Background: an optimization exercise with open tools, aiming at small area, a short achievable clock period and few clock cycles per item. Do not read the settings as production practice.
In this exercise RTL edits were held to simulation tests only and were not proved equivalent to the original.
No activity file was given, so power comes from the tool's default toggle rates.

==> design.v <==
package grid_pkg;
    localparam int GRID_COLS  = 10;
    localparam int GRID_ROWS  = 20;
    localparam int GRID_CELLS = GRID_COLS * GRID_ROWS;
    typedef logic [7:0] cell_idx_t;
    typedef logic [4:0] row_idx_t;
    typedef logic [3:0] col_idx_t;
    typedef logic [GRID_ROWS-1:0] row_mask_t;
    localparam cell_idx_t CELL_NONE = 8'd255;
endpackage
package piece_pkg;
    typedef enum logic [2:0] {
        PIECE_NONE   = 3'd0,
        PIECE_SQUARE = 3'd1,
        PIECE_BAR    = 3'd2,
        PIECE_S      = 3'd3,
        PIECE_Z      = 3'd4,
        PIECE_L      = 3'd5,
        PIECE_J      = 3'd6,
        PIECE_T      = 3'd7
    } piece_type_t;
    typedef logic [1:0] rotation_t;
    typedef logic [2:0] color_t;
endpackage
module piece_cell_decoder (
    input  logic                   en,
    input  piece_pkg::piece_type_t piece_type,
    input  piece_pkg::rotation_t   rotation,
    input  grid_pkg::cell_idx_t    location,
    output logic [20:0]            row,
    output logic [95:0]            col
);
    logic [7:0] hd;    
    logic [31:0] ld;    
    always_comb begin
        hd = '0;
        ld = '0;
        hd[location[7:5]] = 1'b1;
        ld[location[4:0]] = 1'b1;
    end
    logic o_m21, o_m20, o_m19, o_m11, o_m10, o_m9, o_m8, o_m1, o_p0, o_p1, o_p2, o_p10;
    always_comb begin
        o_m21 = 1'b0;
        o_m20 = 1'b0;
        o_m19 = 1'b0;
        o_m11 = 1'b0;
        o_m10 = 1'b0;
        o_m9 = 1'b0;
        o_m8 = 1'b0;
        o_m1 = 1'b0;
        o_p0 = 1'b0;
        o_p1 = 1'b0;
        o_p2 = 1'b0;
        o_p10 = 1'b0;
        case ({piece_type, rotation})
            5'd4: begin o_m10 = 1'b1; o_m9 = 1'b1; o_p0 = 1'b1; o_p1 = 1'b1; end
            5'd5: begin o_m10 = 1'b1; o_m9 = 1'b1; o_p0 = 1'b1; o_p1 = 1'b1; end
            5'd6: begin o_m10 = 1'b1; o_m9 = 1'b1; o_p0 = 1'b1; o_p1 = 1'b1; end
            5'd7: begin o_m10 = 1'b1; o_m9 = 1'b1; o_p0 = 1'b1; o_p1 = 1'b1; end
            5'd8: begin o_m1 = 1'b1; o_p0 = 1'b1; o_p1 = 1'b1; o_p2 = 1'b1; end
            5'd9: begin o_m20 = 1'b1; o_m10 = 1'b1; o_p0 = 1'b1; o_p10 = 1'b1; end
            5'd10: begin o_m1 = 1'b1; o_p0 = 1'b1; o_p1 = 1'b1; o_p2 = 1'b1; end
            5'd11: begin o_m20 = 1'b1; o_m10 = 1'b1; o_p0 = 1'b1; o_p10 = 1'b1; end
            5'd12: begin o_m11 = 1'b1; o_m10 = 1'b1; o_p0 = 1'b1; o_p1 = 1'b1; end
            5'd13: begin o_m19 = 1'b1; o_m10 = 1'b1; o_m9 = 1'b1; o_p0 = 1'b1; end
            5'd14: begin o_m11 = 1'b1; o_m10 = 1'b1; o_p0 = 1'b1; o_p1 = 1'b1; end
            5'd15: begin o_m19 = 1'b1; o_m10 = 1'b1; o_m9 = 1'b1; o_p0 = 1'b1; end
            5'd16: begin o_m9 = 1'b1; o_m8 = 1'b1; o_p0 = 1'b1; o_p1 = 1'b1; end
            5'd17: begin o_m20 = 1'b1; o_m10 = 1'b1; o_m9 = 1'b1; o_p1 = 1'b1; end
            5'd18: begin o_m9 = 1'b1; o_m8 = 1'b1; o_p0 = 1'b1; o_p1 = 1'b1; end
            5'd19: begin o_m20 = 1'b1; o_m10 = 1'b1; o_m9 = 1'b1; o_p1 = 1'b1; end
            5'd20: begin o_m20 = 1'b1; o_m19 = 1'b1; o_m10 = 1'b1; o_p0 = 1'b1; end
            5'd21: begin o_m10 = 1'b1; o_p0 = 1'b1; o_p1 = 1'b1; o_p2 = 1'b1; end
            5'd22: begin o_m19 = 1'b1; o_m9 = 1'b1; o_p0 = 1'b1; o_p1 = 1'b1; end
            5'd23: begin o_m10 = 1'b1; o_m9 = 1'b1; o_m8 = 1'b1; o_p2 = 1'b1; end
            5'd24: begin o_m21 = 1'b1; o_m20 = 1'b1; o_m10 = 1'b1; o_p0 = 1'b1; end
            5'd25: begin o_m11 = 1'b1; o_m10 = 1'b1; o_m9 = 1'b1; o_m1 = 1'b1; end
            5'd26: begin o_m21 = 1'b1; o_m11 = 1'b1; o_m1 = 1'b1; o_p0 = 1'b1; end
            5'd27: begin o_m9 = 1'b1; o_m1 = 1'b1; o_p0 = 1'b1; o_p1 = 1'b1; end
            5'd28: begin o_m10 = 1'b1; o_m1 = 1'b1; o_p0 = 1'b1; o_p1 = 1'b1; end
            5'd29: begin o_m10 = 1'b1; o_m1 = 1'b1; o_p0 = 1'b1; o_p10 = 1'b1; end
            5'd30: begin o_m1 = 1'b1; o_p0 = 1'b1; o_p1 = 1'b1; o_p10 = 1'b1; end
            5'd31: begin o_m10 = 1'b1; o_p0 = 1'b1; o_p1 = 1'b1; o_p10 = 1'b1; end
            default: ;
        endcase
    end
    assign row[0] = 1'b0;
    assign row[1] = en & hd[0];
    assign row[2] = en & hd[1];
    assign row[3] = en & hd[2];
    assign row[4] = en & hd[3];
    assign row[5] = en & hd[4];
    assign row[6] = en & hd[5];
    assign col[0] = (o_p1 & ld[31]) | (o_p2 & ld[30]) | (o_p10 & ld[22]);
    assign col[1] = (o_p2 & ld[31]) | (o_p10 & ld[23]);
    assign col[2] = (o_p10 & ld[24]);
    assign col[3] = (o_p10 & ld[25]);
    assign col[4] = (o_p10 & ld[26]);
    assign col[5] = (o_p10 & ld[27]);
    assign col[6] = (o_p10 & ld[28]);
    assign col[7] = (o_p10 & ld[29]);
    assign col[8] = (o_p10 & ld[30]);
    assign col[9] = (o_p10 & ld[31]);
    assign col[10] = 1'b0;
    assign col[11] = 1'b0;
    assign col[12] = 1'b0;
    assign col[13] = 1'b0;
    assign col[14] = 1'b0;
    assign col[15] = 1'b0;
    assign col[16] = 1'b0;
    assign col[17] = 1'b0;
    assign col[18] = 1'b0;
    assign col[19] = 1'b0;
    assign col[20] = 1'b0;
    assign col[21] = 1'b0;
    assign col[22] = 1'b0;
    assign col[23] = 1'b0;
    assign col[24] = 1'b0;
    assign col[25] = 1'b0;
    assign col[26] = 1'b0;
    assign col[27] = 1'b0;
    assign col[28] = 1'b0;
    assign col[29] = 1'b0;
    assign col[30] = 1'b0;
    assign col[31] = 1'b0;
    assign row[7] = en & hd[0];
    assign row[8] = en & hd[1];
    assign row[9] = en & hd[2];
    assign row[10] = en & hd[3];
    assign row[11] = en & hd[4];
    assign row[12] = en & hd[5];
    assign row[13] = en & hd[6];
    assign col[32] = (o_m21 & ld[21]) | (o_m20 & ld[20]) | (o_m19 & ld[19]) | (o_m11 & ld[11]) | (o_m10 & ld[10]) | (o_m9 & ld[9]) | (o_m8 & ld[8]) | (o_m1 & ld[1]) | (o_p0 & ld[0]);
    assign col[33] = (o_m21 & ld[22]) | (o_m20 & ld[21]) | (o_m19 & ld[20]) | (o_m11 & ld[12]) | (o_m10 & ld[11]) | (o_m9 & ld[10]) | (o_m8 & ld[9]) | (o_m1 & ld[2]) | (o_p0 & ld[1]) | (o_p1 & ld[0]);
    assign col[34] = (o_m21 & ld[23]) | (o_m20 & ld[22]) | (o_m19 & ld[21]) | (o_m11 & ld[13]) | (o_m10 & ld[12]) | (o_m9 & ld[11]) | (o_m8 & ld[10]) | (o_m1 & ld[3]) | (o_p0 & ld[2]) | (o_p1 & ld[1]) | (o_p2 & ld[0]);
    assign col[35] = (o_m21 & ld[24]) | (o_m20 & ld[23]) | (o_m19 & ld[22]) | (o_m11 & ld[14]) | (o_m10 & ld[13]) | (o_m9 & ld[12]) | (o_m8 & ld[11]) | (o_m1 & ld[4]) | (o_p0 & ld[3]) | (o_p1 & ld[2]) | (o_p2 & ld[1]);
    assign col[36] = (o_m21 & ld[25]) | (o_m20 & ld[24]) | (o_m19 & ld[23]) | (o_m11 & ld[15]) | (o_m10 & ld[14]) | (o_m9 & ld[13]) | (o_m8 & ld[12]) | (o_m1 & ld[5]) | (o_p0 & ld[4]) | (o_p1 & ld[3]) | (o_p2 & ld[2]);
    assign col[37] = (o_m21 & ld[26]) | (o_m20 & ld[25]) | (o_m19 & ld[24]) | (o_m11 & ld[16]) | (o_m10 & ld[15]) | (o_m9 & ld[14]) | (o_m8 & ld[13]) | (o_m1 & ld[6]) | (o_p0 & ld[5]) | (o_p1 & ld[4]) | (o_p2 & ld[3]);
    assign col[38] = (o_m21 & ld[27]) | (o_m20 & ld[26]) | (o_m19 & ld[25]) | (o_m11 & ld[17]) | (o_m10 & ld[16]) | (o_m9 & ld[15]) | (o_m8 & ld[14]) | (o_m1 & ld[7]) | (o_p0 & ld[6]) | (o_p1 & ld[5]) | (o_p2 & ld[4]);
    assign col[39] = (o_m21 & ld[28]) | (o_m20 & ld[27]) | (o_m19 & ld[26]) | (o_m11 & ld[18]) | (o_m10 & ld[17]) | (o_m9 & ld[16]) | (o_m8 & ld[15]) | (o_m1 & ld[8]) | (o_p0 & ld[7]) | (o_p1 & ld[6]) | (o_p2 & ld[5]);
    assign col[40] = (o_m21 & ld[29]) | (o_m20 & ld[28]) | (o_m19 & ld[27]) | (o_m11 & ld[19]) | (o_m10 & ld[18]) | (o_m9 & ld[17]) | (o_m8 & ld[16]) | (o_m1 & ld[9]) | (o_p0 & ld[8]) | (o_p1 & ld[7]) | (o_p2 & ld[6]);
    assign col[41] = (o_m21 & ld[30]) | (o_m20 & ld[29]) | (o_m19 & ld[28]) | (o_m11 & ld[20]) | (o_m10 & ld[19]) | (o_m9 & ld[18]) | (o_m8 & ld[17]) | (o_m1 & ld[10]) | (o_p0 & ld[9]) | (o_p1 & ld[8]) | (o_p2 & ld[7]);
    assign col[42] = (o_m21 & ld[31]) | (o_m20 & ld[30]) | (o_m19 & ld[29]) | (o_m11 & ld[21]) | (o_m10 & ld[20]) | (o_m9 & ld[19]) | (o_m8 & ld[18]) | (o_m1 & ld[11]) | (o_p0 & ld[10]) | (o_p1 & ld[9]) | (o_p2 & ld[8]) | (o_p10 & ld[0]);
    assign col[43] = (o_m20 & ld[31]) | (o_m19 & ld[30]) | (o_m11 & ld[22]) | (o_m10 & ld[21]) | (o_m9 & ld[20]) | (o_m8 & ld[19]) | (o_m1 & ld[12]) | (o_p0 & ld[11]) | (o_p1 & ld[10]) | (o_p2 & ld[9]) | (o_p10 & ld[1]);
    assign col[44] = (o_m19 & ld[31]) | (o_m11 & ld[23]) | (o_m10 & ld[22]) | (o_m9 & ld[21]) | (o_m8 & ld[20]) | (o_m1 & ld[13]) | (o_p0 & ld[12]) | (o_p1 & ld[11]) | (o_p2 & ld[10]) | (o_p10 & ld[2]);
    assign col[45] = (o_m11 & ld[24]) | (o_m10 & ld[23]) | (o_m9 & ld[22]) | (o_m8 & ld[21]) | (o_m1 & ld[14]) | (o_p0 & ld[13]) | (o_p1 & ld[12]) | (o_p2 & ld[11]) | (o_p10 & ld[3]);
    assign col[46] = (o_m11 & ld[25]) | (o_m10 & ld[24]) | (o_m9 & ld[23]) | (o_m8 & ld[22]) | (o_m1 & ld[15]) | (o_p0 & ld[14]) | (o_p1 & ld[13]) | (o_p2 & ld[12]) | (o_p10 & ld[4]);
    assign col[47] = (o_m11 & ld[26]) | (o_m10 & ld[25]) | (o_m9 & ld[24]) | (o_m8 & ld[23]) | (o_m1 & ld[16]) | (o_p0 & ld[15]) | (o_p1 & ld[14]) | (o_p2 & ld[13]) | (o_p10 & ld[5]);
    assign col[48] = (o_m11 & ld[27]) | (o_m10 & ld[26]) | (o_m9 & ld[25]) | (o_m8 & ld[24]) | (o_m1 & ld[17]) | (o_p0 & ld[16]) | (o_p1 & ld[15]) | (o_p2 & ld[14]) | (o_p10 & ld[6]);
    assign col[49] = (o_m11 & ld[28]) | (o_m10 & ld[27]) | (o_m9 & ld[26]) | (o_m8 & ld[25]) | (o_m1 & ld[18]) | (o_p0 & ld[17]) | (o_p1 & ld[16]) | (o_p2 & ld[15]) | (o_p10 & ld[7]);
    assign col[50] = (o_m11 & ld[29]) | (o_m10 & ld[28]) | (o_m9 & ld[27]) | (o_m8 & ld[26]) | (o_m1 & ld[19]) | (o_p0 & ld[18]) | (o_p1 & ld[17]) | (o_p2 & ld[16]) | (o_p10 & ld[8]);
    assign col[51] = (o_m11 & ld[30]) | (o_m10 & ld[29]) | (o_m9 & ld[28]) | (o_m8 & ld[27]) | (o_m1 & ld[20]) | (o_p0 & ld[19]) | (o_p1 & ld[18]) | (o_p2 & ld[17]) | (o_p10 & ld[9]);
    assign col[52] = (o_m11 & ld[31]) | (o_m10 & ld[30]) | (o_m9 & ld[29]) | (o_m8 & ld[28]) | (o_m1 & ld[21]) | (o_p0 & ld[20]) | (o_p1 & ld[19]) | (o_p2 & ld[18]) | (o_p10 & ld[10]);
    assign col[53] = (o_m10 & ld[31]) | (o_m9 & ld[30]) | (o_m8 & ld[29]) | (o_m1 & ld[22]) | (o_p0 & ld[21]) | (o_p1 & ld[20]) | (o_p2 & ld[19]) | (o_p10 & ld[11]);
    assign col[54] = (o_m9 & ld[31]) | (o_m8 & ld[30]) | (o_m1 & ld[23]) | (o_p0 & ld[22]) | (o_p1 & ld[21]) | (o_p2 & ld[20]) | (o_p10 & ld[12]);
    assign col[55] = (o_m8 & ld[31]) | (o_m1 & ld[24]) | (o_p0 & ld[23]) | (o_p1 & ld[22]) | (o_p2 & ld[21]) | (o_p10 & ld[13]);
    assign col[56] = (o_m1 & ld[25]) | (o_p0 & ld[24]) | (o_p1 & ld[23]) | (o_p2 & ld[22]) | (o_p10 & ld[14]);
    assign col[57] = (o_m1 & ld[26]) | (o_p0 & ld[25]) | (o_p1 & ld[24]) | (o_p2 & ld[23]) | (o_p10 & ld[15]);
    assign col[58] = (o_m1 & ld[27]) | (o_p0 & ld[26]) | (o_p1 & ld[25]) | (o_p2 & ld[24]) | (o_p10 & ld[16]);
    assign col[59] = (o_m1 & ld[28]) | (o_p0 & ld[27]) | (o_p1 & ld[26]) | (o_p2 & ld[25]) | (o_p10 & ld[17]);
    assign col[60] = (o_m1 & ld[29]) | (o_p0 & ld[28]) | (o_p1 & ld[27]) | (o_p2 & ld[26]) | (o_p10 & ld[18]);
    assign col[61] = (o_m1 & ld[30]) | (o_p0 & ld[29]) | (o_p1 & ld[28]) | (o_p2 & ld[27]) | (o_p10 & ld[19]);
    assign col[62] = (o_m1 & ld[31]) | (o_p0 & ld[30]) | (o_p1 & ld[29]) | (o_p2 & ld[28]) | (o_p10 & ld[20]);
    assign col[63] = (o_p0 & ld[31]) | (o_p1 & ld[30]) | (o_p2 & ld[29]) | (o_p10 & ld[21]);
    assign row[14] = en & hd[1];
    assign row[15] = en & hd[2];
    assign row[16] = en & hd[3];
    assign row[17] = en & hd[4];
    assign row[18] = en & hd[5];
    assign row[19] = en & hd[6];
    assign row[20] = en & hd[7];
    assign col[64] = 1'b0;
    assign col[65] = 1'b0;
    assign col[66] = 1'b0;
    assign col[67] = 1'b0;
    assign col[68] = 1'b0;
    assign col[69] = 1'b0;
    assign col[70] = 1'b0;
    assign col[71] = 1'b0;
    assign col[72] = 1'b0;
    assign col[73] = 1'b0;
    assign col[74] = 1'b0;
    assign col[75] = (o_m21 & ld[0]);
    assign col[76] = (o_m21 & ld[1]) | (o_m20 & ld[0]);
    assign col[77] = (o_m21 & ld[2]) | (o_m20 & ld[1]) | (o_m19 & ld[0]);
    assign col[78] = (o_m21 & ld[3]) | (o_m20 & ld[2]) | (o_m19 & ld[1]);
    assign col[79] = (o_m21 & ld[4]) | (o_m20 & ld[3]) | (o_m19 & ld[2]);
    assign col[80] = (o_m21 & ld[5]) | (o_m20 & ld[4]) | (o_m19 & ld[3]);
    assign col[81] = (o_m21 & ld[6]) | (o_m20 & ld[5]) | (o_m19 & ld[4]);
    assign col[82] = (o_m21 & ld[7]) | (o_m20 & ld[6]) | (o_m19 & ld[5]);
    assign col[83] = (o_m21 & ld[8]) | (o_m20 & ld[7]) | (o_m19 & ld[6]);
    assign col[84] = (o_m21 & ld[9]) | (o_m20 & ld[8]) | (o_m19 & ld[7]);
    assign col[85] = (o_m21 & ld[10]) | (o_m20 & ld[9]) | (o_m19 & ld[8]) | (o_m11 & ld[0]);
    assign col[86] = (o_m21 & ld[11]) | (o_m20 & ld[10]) | (o_m19 & ld[9]) | (o_m11 & ld[1]) | (o_m10 & ld[0]);
    assign col[87] = (o_m21 & ld[12]) | (o_m20 & ld[11]) | (o_m19 & ld[10]) | (o_m11 & ld[2]) | (o_m10 & ld[1]) | (o_m9 & ld[0]);
    assign col[88] = (o_m21 & ld[13]) | (o_m20 & ld[12]) | (o_m19 & ld[11]) | (o_m11 & ld[3]) | (o_m10 & ld[2]) | (o_m9 & ld[1]) | (o_m8 & ld[0]);
    assign col[89] = (o_m21 & ld[14]) | (o_m20 & ld[13]) | (o_m19 & ld[12]) | (o_m11 & ld[4]) | (o_m10 & ld[3]) | (o_m9 & ld[2]) | (o_m8 & ld[1]);
    assign col[90] = (o_m21 & ld[15]) | (o_m20 & ld[14]) | (o_m19 & ld[13]) | (o_m11 & ld[5]) | (o_m10 & ld[4]) | (o_m9 & ld[3]) | (o_m8 & ld[2]);
    assign col[91] = (o_m21 & ld[16]) | (o_m20 & ld[15]) | (o_m19 & ld[14]) | (o_m11 & ld[6]) | (o_m10 & ld[5]) | (o_m9 & ld[4]) | (o_m8 & ld[3]);
    assign col[92] = (o_m21 & ld[17]) | (o_m20 & ld[16]) | (o_m19 & ld[15]) | (o_m11 & ld[7]) | (o_m10 & ld[6]) | (o_m9 & ld[5]) | (o_m8 & ld[4]);
    assign col[93] = (o_m21 & ld[18]) | (o_m20 & ld[17]) | (o_m19 & ld[16]) | (o_m11 & ld[8]) | (o_m10 & ld[7]) | (o_m9 & ld[6]) | (o_m8 & ld[5]);
    assign col[94] = (o_m21 & ld[19]) | (o_m20 & ld[18]) | (o_m19 & ld[17]) | (o_m11 & ld[9]) | (o_m10 & ld[8]) | (o_m9 & ld[7]) | (o_m8 & ld[6]);
    assign col[95] = (o_m21 & ld[20]) | (o_m20 & ld[19]) | (o_m19 & ld[18]) | (o_m11 & ld[10]) | (o_m10 & ld[9]) | (o_m9 & ld[8]) | (o_m8 & ld[7]) | (o_m1 & ld[0]);
endmodule
module grid_update_fsm (
    input  logic                clk,
    input  logic                rst_n,
    input  logic                place,
    input  logic                clear,
    input  grid_pkg::row_mask_t full_rows,
    output logic                busy,
    output logic                init,
    output logic                do_place,
    output grid_pkg::row_mask_t shift_1,
    output grid_pkg::row_mask_t shift_2
);
    localparam int R = grid_pkg::GRID_ROWS;
    grid_pkg::row_mask_t pend;       
    logic                more;       
    grid_pkg::row_mask_t cur;        
    grid_pkg::row_mask_t left;       
    logic                do_clear;
    function automatic logic [3*R-1:0] moves(input grid_pkg::row_mask_t m);
        logic [R+1:0]        one_up;    
        logic [R+1:0]        two_up;    
        grid_pkg::row_mask_t s1, s2, rest;
        one_up[R+1] = 1'b0;
        two_up[R+1] = 1'b0;
        one_up[R]   = 1'b0;
        two_up[R]   = 1'b0;
        for (int r = R - 1; r >= 0; r--) begin
            one_up[r] = one_up[r+1] | m[r];
            two_up[r] = two_up[r+1] | (one_up[r+1] & m[r]);
        end
        for (int r = 0; r < R; r++) begin
            s2[r]   = two_up[0] & !one_up[r+2];
            s1[r]   = two_up[0] ? (!two_up[r+1] & one_up[r+2])
                                : (one_up[0] & !one_up[r+1]);
            rest[r] = m[r] & two_up[r+1];
        end
        moves = {rest, s2, s1};
    endfunction
    assign busy     = init | more;
    assign do_place = !busy && place;
    assign do_clear = !busy && !place && clear;
    assign cur      = busy ? pend : (do_clear ? full_rows : '0);
    logic [3*R-1:0] mv;
    assign mv      = moves(cur);
    assign shift_1 = mv[R-1:0];
    assign shift_2 = mv[2*R-1:R];
    assign left    = mv[3*R-1:2*R];
    always_ff @(posedge clk or negedge rst_n) begin
        if (!rst_n) begin
            init   <= 1'b1;
            pend   <= '0;
            more   <= 1'b0;
        end else begin
            init   <= 1'b0;
            pend   <= left;
            more   <= |left;
        end
    end
endmodule
module color_grid_ram (
    input  logic                clk,
    input  grid_pkg::row_mask_t shift_1,
    input  grid_pkg::row_mask_t shift_2,
    input  logic                init,
    input  logic [3*7-1:0]      row,         
    input  logic [3*32-1:0]     col,         
    input  piece_pkg::color_t   wr_data,
    input  grid_pkg::cell_idx_t read_addr,
    output piece_pkg::color_t   read_data
);
    localparam int N = grid_pkg::GRID_CELLS;
    localparam int C = grid_pkg::GRID_COLS;
    localparam int W  = 32;
    localparam int NH = (N + W - 1) / W;
    localparam int ND = 3;
    logic [N-1:0] hit;
    always_comb begin
        for (int i = 0; i < N; i++) begin
            hit[i] = 1'b0;
            for (int k = 0; k < ND; k++) begin
                hit[i] = hit[i] | (row[k * NH + i / W] & col[k * W + i % W]);
            end
        end
    end
    piece_pkg::color_t mem [N];
    always_ff @(posedge clk) begin
        for (int i = 0; i < N; i++) begin
            if (shift_1[i / C] | shift_2[i / C] | init | hit[i]) begin
                mem[i] <= ({3{shift_1[i / C]}} & ((i + C < N) ? mem[(i + C) % N] : 3'd0))
                        | ({3{shift_2[i / C]}} & ((i + 2 * C < N) ? mem[(i + 2 * C) % N] : 3'd0))
                        | wr_data;
            end
        end
    end
    piece_pkg::color_t rt [256];
    piece_pkg::color_t l1 [128];
    piece_pkg::color_t l2 [64];
    piece_pkg::color_t l3 [32];
    piece_pkg::color_t l4 [16];
    piece_pkg::color_t l5 [8];
    piece_pkg::color_t l6 [4];
    piece_pkg::color_t l7 [2];
    always_comb begin
        for (int i = 0; i < 256; i++) rt[i] = (i < N) ? mem[i % N] : 3'd0;
        for (int i = 0; i < 128; i++) l1[i] = read_addr[0] ? rt[2*i+1] : rt[2*i];
        for (int i = 0; i < 64; i++)  l2[i] = read_addr[1] ? l1[2*i+1] : l1[2*i];
        for (int i = 0; i < 32; i++)  l3[i] = read_addr[2] ? l2[2*i+1] : l2[2*i];
        for (int i = 0; i < 16; i++)  l4[i] = read_addr[3] ? l3[2*i+1] : l3[2*i];
        for (int i = 0; i < 8; i++)   l5[i] = read_addr[4] ? l4[2*i+1] : l4[2*i];
        for (int i = 0; i < 4; i++)   l6[i] = read_addr[5] ? l5[2*i+1] : l5[2*i];
        for (int i = 0; i < 2; i++)   l7[i] = read_addr[6] ? l6[2*i+1] : l6[2*i];
        read_data = read_addr[7] ? l7[1] : l7[0];
    end
endmodule
module tetris_color_grid (
    input  logic                   clk,
    input  logic                   rst_n,
    input  logic                   place,
    input  piece_pkg::piece_type_t piece_type,
    input  piece_pkg::rotation_t   rotation,
    input  grid_pkg::cell_idx_t    location,
    input  logic                   clear,
    input  grid_pkg::row_mask_t    full_rows,
    output logic                   busy,
    input  grid_pkg::cell_idx_t    read_addr,
    output piece_pkg::color_t      read_data
);
    localparam int N = grid_pkg::GRID_CELLS;
    logic                   init;
    logic                   do_place;
    grid_pkg::row_mask_t    shift_1;
    grid_pkg::row_mask_t    shift_2;
    localparam int W  = 32;
    localparam int NH = (N + W - 1) / W;
    localparam int ND = 3;
    logic [ND*NH-1:0]       row;
    logic [ND*W-1:0]        col;
    piece_pkg::color_t      wr_data;
    piece_cell_decoder decode_i (
        .en         (do_place),
        .piece_type (piece_type),
        .rotation   (rotation),
        .location   (location),
        .row        (row),
        .col        (col)
    );
    grid_update_fsm execute_i (
        .clk       (clk),
        .rst_n     (rst_n),
        .place     (place),
        .clear     (clear),
        .full_rows (full_rows),
        .busy      (busy),
        .init      (init),
        .do_place  (do_place),
        .shift_1   (shift_1),
        .shift_2   (shift_2)
    );
    assign wr_data = do_place ? piece_type : 3'd0;
    color_grid_ram result_i (
        .clk       (clk),
        .shift_1   (shift_1),
        .shift_2   (shift_2),
        .init      (init),
        .row       (row),
        .col       (col),
        .wr_data   (wr_data),
        .read_addr (read_addr),
        .read_data (read_data)
    );
endmodule
==> flow/run.sh <==
#!/bin/bash
set -euo pipefail
export BUFFER_PORTS_ARGS="-buffer_cell sky130_fd_sc_hd__buf_4"
echo 'export DONT_USE_CELLS += sky130_fd_sc_hd__a222oi_1' >> config.mk
bash standard.sh > standard.log 2>&1
==> standard.sh <==
#!/bin/bash
# synth_recipe.tcl (not shown) runs the flow's synth.tcl, then flattens the netlist and writes it again
# the make line also repeats each setting of config.mk as NAME=value (left out here)
make -C /OpenROAD-flow-scripts/flow DESIGN_CONFIG=/design/flow/config.mk WORK_HOME=/design/flow/orfs CLKGATE_MAP_FILE= SYNTH_SCRIPT=/design/flow/synth_recipe.tcl "${@:-finish}"
==> config.mk <==
export PLATFORM = sky130hd
export DESIGN_NAME = tetris_color_grid
export DESIGN_NICKNAME = tetris_color_grid
export VERILOG_FILES = /design/flow/design.v
export SDC_FILE = /design/flow/constraint.sdc
export NUM_CORES = 4
export LEC_CHECK = 0
export CAP_MARGIN = 20
export CORE_MARGIN = 2
export CORE_UTILIZATION = 65
export CTS_CLUSTER_DIAMETER = 80
export CTS_CLUSTER_SIZE = 24
export PLACE_DENSITY = 0.75
export SETUP_SLACK_MARGIN = 2.2
export SLEW_MARGIN = 20
export SYNTH_HIERARCHICAL = 1
export DONT_USE_CELLS += sky130_fd_sc_hd__a222oi_1
==> constraint.sdc <==
create_clock -name core_clock -period 7.0 [get_ports {clk}]
set_input_delay 1.4000 -clock core_clock [delete_from_list [all_inputs] [get_ports {clk}]]
set_output_delay 1.4000 -clock core_clock [all_outputs]
set_load 0.01 [all_outputs]
==> flow_metrics.tcl, run 1 <==
set metrics [dict create \
    setup_tns_ns 0 \
    viasPerCell 9.515 \
    antenna_found_initial 12 \
    ys_async_sr_fraction_pct 3.226 \
    numCtsBuffers 34 \
    synth_flop_cell "edfxtp_1" \
    min_period_ns 5.136 \
    std_cell_rows 89 \
    die_h_um 248.4 \
    finalSetupViolations 0 \
    drive_above_1_share_pct 20.69 \
    initial_core_util_pct 65.79 \
    drv_slew 0 \
    worstPathRequired_ns 7.30 \
    rsz0062_at_grt "true" \
    grt_max_degree 138 \
    avgSynthCellArea_um2 11.68 \
    cp.arrival_ns 5.44 \
    tightest_slew_ns 1.418 \
    clock.fmax_mhz 194.7 \
    p_comb_share_pct 44.9 \
    critPathTopFamily "compound AO/OA/AOI/OAI gates" \
    port_buffers 48 \
    relSlewSlack_pct 5.104 \
    grt_pass1_vias 34800 \
    cp-end-kind "register" \
    status "no timing/DRC/antenna violations" \
    crit_chain "buf_4 -> inv_1 -> ha_2 -> xnor2_2 -> nor2_1 -> nand2_1 -> o22ai_1 -> a21oi_1 -> o2111ai_1 -> a22oi_2 -> nand3_1" \
    wl_um 184500 \
    htreeDepth 2 \
    ys_seq_area_share_pct 47.69 \
    pwr-share-clk_pct 10.8 \
    cts.path.max_buffers 3 \
    fin_ws_ns 1.864 \
    cts_tree "done" \
    hold_path.class "register to register" \
    cp_slowest_cell "a22oi_2" \
    drtPass1Iterations 35 \
    synth_top_family_by_area "compound AO/OA/AOI/OAI gates" \
    hold_violations 0 \
    power_frac_seq_pct 44.3 \
    synth_edf_count 600 \
    clk_pin_slew_ns 0.09 \
    drtIter0Drc 10450 \
    final_common_cell "edfxtp_1" \
    track_usage_pct 57.24 \
    cts_sinks 620 \
    route.detailed.drc 0 \
    synth.area.mux_share_pct 9.596 \
    globalRouteOverflowTotal 0 \
    power.switching_w 0.009211 \
    ir_drop_v 0.0003801 \
    fin_skew_ns 0.03133 \
    ant_nets 0 \
    cp_slowest_stage_delay_ns 1.10 \
    cts_root_buf "clkbuf_16" \
    post-route-util_pct 72.63 \
    grt_pass1_wl_um 254800 \
    wire_per_inst_um 46.04 \
    clock_latency_ns 0.61 \
    pin_count 49 \
    synthAdderAreaFrac_pct 0.4898 \
    cp-start-kind "input port" \
    final_nets 3268 \
    place_ws_ns 0.5939 \
    gp_congestion 1.151 \
    synth_compound_area_share_pct 25.93 \
    path_buf_inv 2 \
    core-area_um2 59020 \
    yosysUniqueCellTypes 102 \
    syn_area_um2 38830 \
    dp_hpwl_um 123000 \
    syn_to_final_growth_pct 10.39 \
    fin_crit_sh_pct 73.37 \
    swShare_pct 44.80 \
    die_area_um2 61710 \
    syn_inst 3324 \
    synth_xor_area_share_pct 0.2223 \
    cellLeakagePower_nw 14.75 \
    crit_fanout 12 \
    ys.warnings.count 18 \
    p_int_w 0.01135 \
    ys_seq_elements 620 \
    max_cap_violations 0 \
    synthSimpleGateAreaFrac_pct 10.78 \
    vias 38140 \
    final_cell_mix "edfxtp_1, a221o_1, nand2_1" \
    power.density_nw_per_um2 479.7 \
    path_class "input port to register" \
    die_w_um 248.4 \
]
## kinds of logic (layout without fill, tap and decap cells)
family,after synthesis,after routing
AOI/OAI and AO/OA,1177,1177
xor gates and xnor gates,9,9
adders and majority gates,16,16
buffers and inverters,428,295
DFF,620,620
muxes,190,190
other,2,46
and+or+nand+nor,882,882
## layout make-up
cell class	count	area, um2
diodes	11	27.53
clock buffers	41	898.4
clock inverters	8	103.9
fillers	3912	16160
inverters	18	80.08
multi-input cells	2309	19820
flip-flops and latches	620	18520
well taps	773	967.2
repair buffers	228	2441
## per-stage QoR
step                      power [W]  cell area, um2  hold slack, ns  cells
after floorplan             0.01311           38950          0.5408   3357
after global placement      0.01624           39460          0.5621   3880
after detailed placement    0.01663           39590          0.5719   3891
after CTS                   0.01897           41520          0.5842   3966
after global routing        0.02058           42840          0.6006   3999
final                       0.02056           42860          0.5884   4008
## state kept, by name, indices dropped and copies added (netlist names)
signal and flops:
execute_i.pend 18, result_i.mem 600, execute_i.more 1, execute_i.init 1
## per-layer routing
metal / GRT usage (%) / vias up / part of all wire [%]
li1: - / 13750 / -
met1: 65.58 / 17740 / 29
met3: 29.98 / 1651 / 19
met5: 4.942 / - / 0.25
met2: 79.44 / 4973 / 39
met4: 45.75 / 19 / 13
## synth_stat cells, types with 6 or more instances
master     instances  share of area [%]
dfrtp_1           19                1.2
and2_1            20               0.32
o22ai_1           65                1.0
buf_1             34               0.33
and3_1             7               0.11
o221ai_1          12               0.27
a221oi_1          12               0.27
a221o_1          541                 14
mux2_2             8               0.23
nor2_1           113                1.1
nor3_1            59               0.76
nand3_1          256                3.3
nand2b_1          10               0.16
buf_6              8               0.23
o211ai_1          18               0.35
o31ai_1            8               0.15
buf_4             68                1.3
nor4_1            10               0.16
a211oi_1          13               0.25
a22oi_1          256                4.9
clkbuf_1         252                2.4
a21o_1            33               0.64
nand4_1           13               0.21
mux2i_1           37               0.95
a32oi_1            9               0.20
o21ai_0           47               0.61
mux4_2           145                8.4
a31oi_1           12               0.19
a21oi_1           59               0.76
nor2b_1           12               0.19
or3_1              6              0.097
buf_2             41               0.53
o32ai_1            7               0.16
edfxtp_1         600                 46
a22o_1            17               0.38
ha_1              12               0.39
nand2_1          324                3.1
o2111ai_1          8               0.18
inv_1             14               0.14
## modules after synthesis (local to each module, per instance)
module	flops+latches	cells inside
piece_cell_decoder	0	607
tetris_color_grid	0	3
color_grid_ram	600	2437
grid_update_fsm	20	277
## final timing paths
check | start | endpoint | cells after the start | slack, ns
min reg2reg | result_i.mem[195][1] | result_i.mem[185][1] | 1 | 0.59
min | result_i.mem[195][1] | result_i.mem[185][1] | 1 | 0.59
max | location[1] | result_i.mem[110][2] | 11 | 1.86
max reg2reg | execute_i.init | result_i.mem[21][1] | 13 | 2.28
max in group asynchronous | rst_n | execute_i.init | 1 | 6.06
min in group asynchronous | rst_n | execute_i.pend[14] | 1 | 0.67
## power by group through the flow
| stage | clock network, W | registers (W) | logic [W] |
|---|---|---|---|
| finish | 0.00221 | 0.00911 | 0.00923 |
| CTS | 0.00215 | 0.00878 | 0.00803 |
| detailed placement | 0 | 0.00885 | 0.00778 |
| floorplan | 0 | 0.00767 | 0.00544 |
| global placement | 0 | 0.00877 | 0.00748 |
| global route | 0.00228 | 0.00898 | 0.00933 |
## worst register-to-register path, delay by kind of cell (launching register included)
kind | cells | cell delay (ns)
flops | 1 | 0.87
buf+inv | 3 | 0.78
simple gates | 6 | 1.72
compound gates | 4 | 0.99
## timing repair
| item | in CTS | in global routing |
|---|---|---|
| setup buffers | 15 | 22 |
| gates resized for setup | 104 | 179 |
| hold buffers | 0 | 0 |
| setup endpoints to repair | 1113 | 618 |
| pin swaps | 9 | 19 |
| cloned | 11 | 7 |
Testbench counts, summed over its fixed seeds: cycles 1,039, commands 960.
==> run 2: changes to the inputs <==
--- a/config.mk
+++ b/config.mk
@@ -11,7 +11,7 @@
 export CTS_CLUSTER_DIAMETER = 80
 export CTS_CLUSTER_SIZE = 24
 export PLACE_DENSITY = 0.75
-export SETUP_SLACK_MARGIN = 2.2
+export SETUP_SLACK_MARGIN = 1.8
 export SLEW_MARGIN = 20
-export SYNTH_HIERARCHICAL = 1
+export SYNTH_HIERARCHICAL = 0
 export DONT_USE_CELLS += sky130_fd_sc_hd__a222oi_1
==> flow_metrics.tcl, run 2 <==
set metrics [dict create \
    status "no timing/DRC/antenna violations" \
    rsz0062_at_grt "true" \
    grt_pass1_wl_um 214200 \
    cp.arrival_ns 3.92 \
    ant_nets 0 \
    core-area_um2 55090 \
    synth_area_leader_cell "edfxtp_1" \
    antenna_found_initial 14 \
    ys_seq_elements 620 \
    globalRouteOverflowTotal 0 \
    max_cap_violations 0 \
    r2r_slack_ns 1.87 \
    htreeDepth 2 \
    power.density_nw_per_um2 403.5 \
    clock.fmax_mhz 187.9 \
    drtIter0Drc 7669 \
    wl_um 153000 \
    worst_hold_path.endpoint "result_i.mem[182][2]" \
    syn_inst 2731 \
    power_w 0.01594 \
    synth.area.top_cells "edfxtp_1, a221o_1, mux4_2" \
    cts_root_buf "clkbuf_16" \
    yosysUniqueCellTypes 82 \
    ir_drop_v 0.0002587 \
    drive_above_1_share_pct 22.12 \
    cp-start-kind "input port" \
    final_common_cell "edfxtp_1" \
    cts.path.max_buffers 3 \
    rr_startpoint "execute_i.init" \
    std_cell_rows 86 \
    vias 32520 \
    min_period_ns 5.322 \
    initial_core_util_pct 65.70 \
    cts_sinks 620 \
    grt_max_degree 200 \
    die_h_um 240.0 \
    yosysTopAreaCellShare_pct 49.78 \
    tightest_slew_ns 1.299 \
    hp-start "result_i.mem[192][2]" \
    pin_count 49 \
    hold_path.class "register to register" \
    route.detailed.drc 0 \
    final_cell_mix "edfxtp_1, a221o_1, o221ai_1" \
    cellLeakagePower_nw 13.56 \
    clock_latency_ns 0.64 \
    reg_top3 "result_i.mem x600, execute_i.pend x18" \
    dp_hpwl_um 101500 \
    reg2reg_depth 11 \
    worstPathRequired_ns 5.60 \
    top_register "result_i.mem" \
    ys.warnings.count 12 \
    path_class "input port to primary output" \
    synth_common_cells "edfxtp_1, a221o_1, clkbuf_1, o221ai_1, o22ai_1" \
    fin_skew_ns 0.03665 \
    ys_seq_area_share_pct 51.16 \
    synthMostInstantiatedCell "edfxtp_1" \
    cts_tree "done" \
    die_w_um 240.0 \
    drv_slew 0 \
    cp-end-kind "primary output" \
    wire_per_inst_um 45.05 \
    fin_crit_sh_pct 76.02 \
    relSlewSlack_pct 13.18 \
    setup_tns_ns 0 \
    port_buffers 48 \
    synth_flop_cell "edfxtp_1" \
    largest_reg_flops 600 \
    clk_pin_slew_ns 0.09 \
    finalSetupViolations 0 \
    crit_fanout 13 \
    numCtsBuffers 34 \
    syn_to_final_growth_pct 9.147 \
    final_nets 2669 \
    synth_edf_count 600 \
    gp_congestion 1.032 \
    track_usage_pct 52.57 \
    grt_pass1_vias 29700 \
    avgSynthCellArea_um2 13.25 \
    hold_violations 0 \
    die_area_um2 57590 \
    hold_depth 1 \
    r2r_end "result_i.mem[19][2]" \
    syn_area_um2 36190 \
    drtPass1Iterations 15 \
    ys_async_sr_fraction_pct 3.226 \
    viasPerCell 9.574 \
]
[run 2: critical path, cell delays in order]
cell and delay, ns:
bufbuf_16 0.32, mux4_2 0.57, mux4_2 0.53, mux4_2 0.52
a21oi_2 0.19, o221ai_2 0.17, buf_4 0.19
[run 2: kinds of logic (layout without fill, tap and decap cells)]
family	count (synthesis)	after routing	synth area share, %
AOI/OAI and AO/OA	1130	1131	26.74
DFF	620	620	51.16
buffers and inverters	380	275	4.169
and+or+nand+nor	369	369	5.417
muxes	208	208	11.79
adders and majority gates	18	18	0.5807
xor gates and xnor gates	5	5	0.1210
other	1	23	0.01036
[run 2: how the worst max path moves through the flow]
stage,to,depth (start not counted),startpoint
after floorplan,read_data[0],11,read_addr[0]
after global placement,result_i.mem[130][1],13,clear
after detailed placement,result_i.mem[28][2],12,clear
after CTS,read_data[0],10,read_addr[0]
after global routing,read_data[1],9,read_addr[0]
final,read_data[2],7,read_addr[0]
[run 2: through the flow]
stage                     cells  setup WS, ns  utilization [%]  hold WS, ns  area [um2]
after floorplan            2731         1.806                -       0.5408       36210
after global placement     3295         1.024            68.25       0.5669       37600
after detailed placement   3296        0.9466            68.30       0.5685       37630
after CTS                  3364         1.616            71.12       0.5842       39180
after global routing       3378         1.724            71.62       0.6168       39460
final                      3397         1.678            71.71       0.5796       39510
[run 2: layer usage]
layer  vias to the layer above  part of all wire [%]  global-route usage, %
li1                      11950                     -                      -
met1                     15520                    30                  62.32
met2                      3821                    41                  73.87
met3                      1214                    18                  26.37
met4                        18                    11                  37.83
met5                         -                  0.14                  1.299
[run 2: final cells by class]
| type | instances | area, um2 |
|---|---|---|
| Antenna cell | 22 | 55.05 |
| Clock buffer | 41 | 898.4 |
| Clock inverter | 10 | 127.6 |
| Fill cell | 3697 | 15590 |
| Inverter | 14 | 52.55 |
| Multi-Input combinational cell | 1732 | 16880 |
| Sequential cell | 620 | 18520 |
| Tap cell | 748 | 935.9 |
| Timing Repair Buffer | 210 | 2031 |
[run 2: power by group]
part	switching, W	leakage, nW	total, W	internal [W]
sequential	0.00209	6.74	0.00838	0.00629
clock	0.00127	0.496	0.00225	0.000981
combinational	0.00290	6.32	0.00530	0.00240
[run 2: timing repair]
action                     4_1_cts  5_1_grt
setup endpoints to repair      564      489
setup buffers                   11        8
pin swaps                        7       11
hold buffers                     0        0
gates cloned                     6        1
resized for setup               49       22

## port drivers added, routing unchanged
The flow's constraints put no driver on any port. The routed layouts listed below were extracted and timed again, unchanged, in two steps. Step 1 sets driving cells, clkbuf_16 on the clock port and buf_2 on the other inputs (assumed; they add their load-dependent delay and slew). Step 2 moves the port delays by t, midway between the first and last clock arrival at a register: inputs arrive t later, outputs are due t later. That takes back most of the time a late clock gives input paths. a / b / c = ideal / step 1 / step 2; a / b = the first two.
run | t, ns | slack for setup (ns) | worst setup path after step 2 | clock arrival spread, ns | worst data-port slew with drivers (ns)
run 1 | 0.663 | 1.864 / 1.335 / 1.238 | input to register | 0.031 / 0.032 | 0.67
run 2 | 0.677 | 1.678 / 1.390 / 1.280 | input to register | 0.044 / 0.043 | 0.28
After both steps setup and hold are still met in every run listed. The setup slack of run 1, which loses most, moves by -0.529 ns with the drivers and by -0.626 ns with both steps.
